Source: an optimization exercise on an open RTL-to-GDS flow (aim: small area). Production flows keep margins and buffers that such runs may drop. At most, simulation tests tie the RTL to the original design; equivalence was not proved. Power is estimated from default activity; no workload was simulated.

## build 96
## humidity_sensor_pulse_decoder_core
module humidity_sensor_pulse_decoder_core (
    input  logic                                clk,
    input  logic                                rst_n,
    input  logic                                item_valid,
    output logic                                item_ready,
    input  logic                                item_req_type,
    input  logic                                item_pin_level,
    input  logic                                cfg_valid,
    output logic                                cfg_ready,
    input  logic [hspd_pkg::CFG_INDEX_W-1:0]    cfg_index,
    input  logic [7:0]                          cfg_data,
    output logic                                result_valid,
    input  logic                                result_ready,
    output logic [hspd_pkg::FRAME_W-1:0]        result_raw_frame,
    output logic [hspd_pkg::COUNT_W-1:0]        result_bits_received,
    output logic                                result_checksum_ok,
    output logic                                result_frame_valid,
    output logic                                result_timed_out,
    output logic [hspd_pkg::HUM_W-1:0]          result_humidity_tenths,
    output logic signed [hspd_pkg::TC_W-1:0]    result_temp_c_tenths,
    output logic signed [hspd_pkg::TF_W-1:0]    result_temp_f_tenths
);
export LEC_CHECK = 0
export ABC_AREA = 1
export CAP_MARGIN = 0
export CORE_MARGIN = 2
export CORE_UTILIZATION = 76
export CTS_BUF_LIST = sky130_fd_sc_hd__clkbuf_8
export CTS_CLUSTER_DIAMETER = 60
export CTS_CLUSTER_SIZE = 30
export SLEW_MARGIN = 0
create_clock -name core_clock -period 9.0 [get_ports {clk}]
standard.sh (not shown) runs the stock make flow with config.mk's settings and CLKGATE_MAP_FILE= SYNTH_SCRIPT=/design/flow/synth_recipe.tcl, a recipe that flattens the netlist after the stock synthesis.
==> flow/flow/run.sh <==
#!/bin/bash
# Standard layout (the standard.sh), with every port buffered by a buf_1 cell.
set -o pipefail
export BUFFER_PORTS_ARGS="-buffer_cell sky130_fd_sc_hd__buf_1"
bash standard.sh > standard.log 2>&1
Build 96: PASS, flow complete, no timing, DRC or antenna violations
Changes in build 30 relative to build 96:
Settings: CTS_CLUSTER_DIAMETER: 60 -> unset; CTS_CLUSTER_SIZE: 30 -> unset; CORE_UTILIZATION: 76 -> 70.
==> run summary <==
- Looking only at height of the die, and setting everything else aside, the lower value of build 30 and build 96 goes to build 96.
- Final area: build 96 vs build 30 — no meaningful difference
- Going from build 96 to build 30, wire length now sits lower; worst slack at placement increased by 0.10 ns relative to the old numbers; final-layout clock buffer total lost 1.
- NOTE: growth of design area from synthesis to finish in build 30 exceeds that of build 96
- For the total length of routed met2 wires, build 30 came in about 6.4% lower than build 96 did.
- When the final numbers for build 30 and build 96 were put side by side, the fraction of area in multi-input gates turned out to be smaller in build 30.
- In the flow results for build 30 and build 96, the met3 track demand over resource is smaller on build 30.
Modified inputs, build 29 compared to build 30
Settings: ABC_AREA no longer set, was 1.
==> comparison <==
Higher net count after synthesis among build 30 and build 29: build 30
Setup slack ended up 0.21 ns lower on build 29 than on build 30.
[compare] base=build 30 new=build 29: period utilization went up 2.3 points; synthesized instance count went down.
Compared build 30 against build 29; switching share of power within noise.


Another version of the RTL of humidity_sensor_pulse_decoder_core (not shown whole).
For scale: roughly 85 flip-flops.
==> flow/config.mk <==
export PLATFORM = sky130hd
export DESIGN_NAME = humidity_sensor_pulse_decoder_core
export DESIGN_NICKNAME = humidity_sensor_pulse_decoder_core
export VERILOG_FILES = /design/flow/design.v
export SDC_FILE = /design/flow/constraint.sdc
export NUM_CORES = 4
export LEC_CHECK = 0
export CAP_MARGIN = 20
export CORE_MARGIN = 2
export CORE_UTILIZATION = 40
export SLEW_MARGIN = 20
==> flow/constraint.sdc <==
create_clock -name core_clock -period 9.0 [get_ports {clk}]
set_input_delay 1.8000 -clock core_clock [delete_from_list [all_inputs] [get_ports {clk}]]
set_output_delay 1.8000 -clock core_clock [all_outputs]
set_load 0.01 [all_outputs]
run.sh (not shown) runs the stock make flow with config.mk's settings and CLKGATE_MAP_FILE= SYNTH_SCRIPT=/design/flow/synth_recipe.tcl, a recipe that flattens the netlist after the stock synthesis.
Stock flow here: none of the scripts above is used.
The first run completed and failed the layout checks on setup timing.
Next try:
Settings changed: CORE_UTILIZATION 40 to 75.
=> The changed run ended with an error in 3_5_place_dp; synthesized area stays the same; synthesized cell count is unchanged.

--- another note on this design; it stands on its own ---

// humidity_sensor_pulse_decoder_core
module humidity_sensor_pulse_decoder_core (
    input  logic                                clk,
    input  logic                                rst_n,
    input  logic                                item_valid,
    output logic                                item_ready,
    input  logic                                item_req_type,
    input  logic                                item_pin_level,
    input  logic                                cfg_valid,
    output logic                                cfg_ready,
    input  logic [hspd_pkg::CFG_INDEX_W-1:0]    cfg_index,
    input  logic [7:0]                          cfg_data,
    output logic                                result_valid,
    input  logic                                result_ready,
    output logic [hspd_pkg::FRAME_W-1:0]        result_raw_frame,
    output logic [hspd_pkg::COUNT_W-1:0]        result_bits_received,
    output logic                                result_checksum_ok,
    output logic                                result_frame_valid,
    output logic                                result_timed_out,
    output logic [hspd_pkg::HUM_W-1:0]          result_humidity_tenths,
    output logic signed [hspd_pkg::TC_W-1:0]    result_temp_c_tenths,
    output logic signed [hspd_pkg::TF_W-1:0]    result_temp_f_tenths
);
==> flow/config.mk <==
export PLATFORM = sky130hd
export DESIGN_NAME = humidity_sensor_pulse_decoder_core
export DESIGN_NICKNAME = humidity_sensor_pulse_decoder_core
export VERILOG_FILES = /design/flow/design.v
export SDC_FILE = /design/flow/constraint.sdc
export NUM_CORES = 4
export LEC_CHECK = 0
export ABC_AREA = 1
export CAP_MARGIN = 0
export CORE_MARGIN = 2
export CORE_UTILIZATION = 80
export CTS_BUF_LIST = sky130_fd_sc_hd__clkbuf_8
export SLEW_MARGIN = 0
==> flow/constraint.sdc <==
create_clock -name core_clock -period 9.0 [get_ports {clk}]
set_input_delay 1.8000 -clock core_clock [delete_from_list [all_inputs] [get_ports {clk}]]
set_output_delay 1.8000 -clock core_clock [all_outputs]
set_load 0.01 [all_outputs]
standard.sh (not shown) runs the stock make flow with config.mk's settings and CLKGATE_MAP_FILE= SYNTH_SCRIPT=/design/flow/synth_recipe.tcl, a recipe that flattens the netlist after the stock synthesis.
==> flow/flow/run.sh <==
#!/bin/bash
# The standard layout (standard.sh) with two changes:
#  - every input and output port is buffered by a buf_1 cell;
#  - clock tree synthesis inserts no dummy loads.
set -o pipefail
export BUFFER_PORTS_ARGS="-buffer_cell sky130_fd_sc_hd__buf_1"
export CTS_ARGS="-sink_clustering_enable -repair_clock_nets -buf_list sky130_fd_sc_hd__clkbuf_8 -dont_use_dummy_load"
bash standard.sh > standard.log 2>&1
The starting point passed the timing, DRC and antenna checks.
==> next run, changes <==
- CORE_UTILIZATION: 80 -> 70
The new run went through all stages and came out clean; worst hold slack gains 0.0097 ns; wire length falls by 18%; design area is about the same; global-route usage falls by 13 points; setup slack gains 0.17 ns; utilization falls by 11 points.
No run of this note included a check of the RTL's function; only the layout flow was run.

[re-timing with driven ports]
No port has a modelled driver above. Below, the same layouts with a new extraction and two added sets of constraints. Step 1: set_driving_cell puts a clkbuf_16 on clk and a buf_2 on each other input, an assumption about the parent block. Step 2 times the ports against the registers' clock, not the clock port: input delays grow and output delays shrink by t, the midpoint of the rising clock arrivals with the driver on. Slacks: no drivers / after step 1 / after step 2; pairs: no drivers / after step 1.
run	t, ns	slack for setup (ns)	clock arrival spread, ns	worst slew at a driven data input, ns
build 96	0.405	0.440 / 0.404 / 0.809	0.017 / 0.017	0.03
build 30	0.386	0.529 / 0.495 / 0.881	0.016 / 0.016	0.03
build 29	0.406	0.319 / 0.283 / 0.689	0.017 / 0.016	0.04
the first run of note 2	0.374	-3.429 / -3.469 / -3.095	0.007 / 0.006	0.03
the first run of note 3	0.382	0.623 / 0.588 / 0.970	0.042 / 0.042	0.05
the second run of note 3	0.387	0.791 / 0.757 / 1.143	0.037 / 0.037	0.03
